This design comes from an exercise in tuning for small area, a short achievable clock period and few clock cycles per item on the open sky130 flow, not from production work. The RTL was checked by simulation tests, not by an equivalence proof against the original design. The clock port is modelled as an ideal driver; clocking choices that lean on that would not hold on a real chip. Power is estimated from default activity; no workload was simulated.

run G:
## ooo_top
module ooo_top (
    input  wire        clk,
    input  wire        rst,
    input  wire        issue_valid,
    input  wire [31:0] issue_instr,
    output wire        issue_ready,
    output wire        result0_valid,
    output wire [3:0]  result0_tag,
    output wire [31:0] result0_data,
    output wire [3:0]  result0_rd,
    output wire        result1_valid,
    output wire [3:0]  result1_tag,
    output wire [31:0] result1_data,
    output wire [3:0]  result1_rd
);
clock: 10.0 ns
lec_check: 0
cap_margin: 20
core_margin: 2
core_utilization: 70
slew_margin: 20
standard.sh (not shown) runs the stock make flow with config.mk's settings and CLKGATE_MAP_FILE= SYNTH_SCRIPT=/design/flow/synth_recipe.tcl, a recipe that flattens the netlist after the stock synthesis.
==> flow/flow/run.sh <==
#!/bin/bash
# The standard layout (the standard.sh: unchanged synthesis and steps),
# with some ORFS settings changed through the environment:
#  - timing repair is asked for 6.4 ns of setup slack at the design's 10 ns
#    clock, so that it sizes the critical paths for a shorter achieved period
#    (the constraints themselves are not touched), and works on the worst
#    10% of the violating endpoints only;
#  - clock tree synthesis inserts no dummy loads and clusters up to 20
#    sinks within 80 um per leaf buffer;
#  - every input and output port still gets a buffer, a buf_2.
set -o pipefail
{
    echo "== standard.sh as given"
    cat standard.sh
    echo "== config.mk as given"
    cat config.mk
} > flow_inputs.log 2>&1
export SETUP_SLACK_MARGIN=6.4
export TNS_END_PERCENT=10
export CTS_ARGS="-sink_clustering_enable -repair_clock_nets -dont_use_dummy_load -sink_clustering_size 20 -sink_clustering_max_diameter 80"
export BUFFER_PORTS_ARGS="-buffer_cell sky130_fd_sc_hd__buf_2"
bash standard.sh > standard.log 2>&1
rc=$?
grep -h "repair_timing\|clock_tree_synthesis\|buffer_ports\|RSZ-002[78]" orfs/logs/*/*/*/*.log > flow_cmds.log 2>&1
exit $rc
Testbench counts of run G, summed over its fixed seeds: cycles 20,774, instrs 20,000.
What run H does differently from run G at the input level:
--- a/flow/design.v
+++ b/flow/design.v
@@ -1914,20 +1914,22 @@
         e_and <= ir_op == OP_AND;
         e_or  <= ir_op == OP_OR;
         e_xor <= ir_op == OP_XOR;
         e_rd  <= ir_rd;
         e_tag <= ir_tag;
         e_a   <= rs_val;
         e_b   <= (ir_op == OP_ADDI) ? {{16{ir_lo[15]}}, ir_lo[15:0]}
                                     : (rt_val ^ {32{ir_sub}});
     end
+    logic [32:0] sum_x;
     logic [31:0] sum;
-    assign sum = e_a + e_b + {31'd0, e_cin};
+    assign sum_x = {e_a, e_cin} + {e_b, e_cin};
+    assign sum   = sum_x[32:1];
     always_comb begin
         alu_res = ({32{e_add}} & sum)
                 | ({32{e_and}} & (e_a & e_b))
                 | ({32{e_or}}  & (e_a | e_b))
                 | ({32{e_xor}} & (e_a ^ e_b));
     end
     booth_enc benc (
         .b   (mb),
         .one (mb_one),
Notes after the runs:
Run G has lower instance count of the mapped netlist than run H.
Worst-case hold slack delta (run G -> run H): insignificant
Power share of the clock group: run H vs run G up 0.8 points
Switching fraction of total power of run G is on par with run H.
Looking at startpoint of the worst setup timing path, the mul.q_c4_0$_DFF_P_ result is from run G; the mul.q_c14_2$_DFF_P_ one comes from run H.
Across both runs, multiplexer area fraction after synthesis was higher for run H than for run G.
Between run H and run G, it is run H whose global-route usage is lower, by 0.25 points.
When run H is measured against run G, its final-layout clock buffer total turns out about 4% higher.
Testbench counts of run H, summed over its fixed seeds: cycles 20,774, instrs 20,000.

--- another note on this design; it stands on its own ---

## ooo_top
module ooo_top (
    input  wire        clk,
    input  wire        rst,
    input  wire        issue_valid,
    input  wire [31:0] issue_instr,
    output wire        issue_ready,
    output wire        result0_valid,
    output wire [3:0]  result0_tag,
    output wire [31:0] result0_data,
    output wire [3:0]  result0_rd,
    output wire        result1_valid,
    output wire [3:0]  result1_tag,
    output wire [31:0] result1_data,
    output wire [3:0]  result1_rd
);
Size: roughly 4400 cells after synthesis, ~900 flip-flops, about 120 I/O pins.
export LEC_CHECK = 0
export CAP_MARGIN = 20
export CORE_MARGIN = 2
export CORE_UTILIZATION = 70
export SLEW_MARGIN = 20
create_clock -name core_clock -period 10.0 [get_ports {clk}]
standard.sh (not shown) runs the stock make flow with config.mk's settings and CLKGATE_MAP_FILE= SYNTH_SCRIPT=/design/flow/synth_recipe.tcl, a recipe that flattens the netlist after the stock synthesis.
==> flow/flow/run.sh <==
#!/bin/bash
# The standard layout (the standard.sh, unchanged synthesis and steps),
# with two settings changed through the environment:
#  - ORFS's timing repair is asked for 6.4 ns of setup slack at the design's
#    10 ns clock, so that it sizes the critical paths for a shorter achieved
#    period (the constraints themselves are not touched);
#  - clock tree synthesis inserts no dummy loads.
set -o pipefail
{
    echo "== standard.sh as given"
    cat standard.sh
    echo "== config.mk as given"
    cat config.mk
} > flow_inputs.log 2>&1
export SETUP_SLACK_MARGIN=6.4
export CTS_ARGS="-sink_clustering_enable -repair_clock_nets -dont_use_dummy_load"
bash standard.sh > standard.log 2>&1
rc=$?
grep -h "repair_timing\|clock_tree_synthesis" orfs/logs/*/*/*/*.log > repair_cmds.log 2>&1
exit $rc
Testbench counts at the start, summed over its fixed seeds: cycles 20,774, instrs 20,000.
Next try:
==> flow/flow/run.sh (replaced) <==
#!/bin/bash
# The standard layout (the standard.sh: unchanged synthesis and steps),
# with some ORFS settings changed through the environment:
#  - timing repair is asked for 6.4 ns of setup slack at the design's 10 ns
#    clock, so that it sizes the critical paths for a shorter achieved period
#    (the constraints themselves are not touched), and works on the worst
#    10% of the violating endpoints only;
#  - clock tree synthesis inserts no dummy loads and clusters up to 20
#    sinks within 80 um per leaf buffer;
#  - every input and output port still gets a buffer, a buf_2.
set -o pipefail
{
    echo "== standard.sh as given"
    cat standard.sh
    echo "== config.mk as given"
    cat config.mk
} > flow_inputs.log 2>&1
export SETUP_SLACK_MARGIN=6.4
export TNS_END_PERCENT=10
export CTS_ARGS="-sink_clustering_enable -repair_clock_nets -dont_use_dummy_load -sink_clustering_size 20 -sink_clustering_max_diameter 80"
export BUFFER_PORTS_ARGS="-buffer_cell sky130_fd_sc_hd__buf_2"
bash standard.sh > standard.log 2>&1
rc=$?
grep -h "repair_timing\|clock_tree_synthesis\|buffer_ports\|RSZ-002[78]" orfs/logs/*/*/*/*.log > flow_cmds.log 2>&1
exit $rc
What happened: Routed wire length is lower by about 2%; worst hold slack hardly moves; count of clock-buffer cells in the layout is lower by 38; worst setup slack is better by 14 ps; cell area is lower by about 5%; via count is lower by about 3%; synthesized area stays the same; sequential cell count does not change.

[separate check: timing with driven ports]
Ports are ideal in the flow. The routed layouts listed here were re-timed in OpenROAD. Step 1: set_driving_cell puts a clkbuf_16 on clk and a buf_2 on each other input, an assumption about the parent block. Step 2 times the ports against the registers' clock, not the clock port: input delays grow and output delays shrink by t, the midpoint of the rising clock arrivals with the driver on. a / b / c = ideal ports / drivers / drivers and shift; a / b = the first two.
run | shift t [ns] | setup WS [ns] | slew at the worst register clock pin (ns)
run G | 0.700 | 6.153 / 6.153 / 6.153 | 0.09 / 0.09
run H | 0.703 | 6.059 / 6.059 / 6.059 | 0.09 / 0.09
the first run of note 2 | 0.711 | 5.930 / 5.930 / 5.930 | 0.07 / 0.07
the second run of note 2 | 0.702 | 5.944 / 5.944 / 5.944 | 0.09 / 0.09
After both steps setup and hold are still met in every run listed.
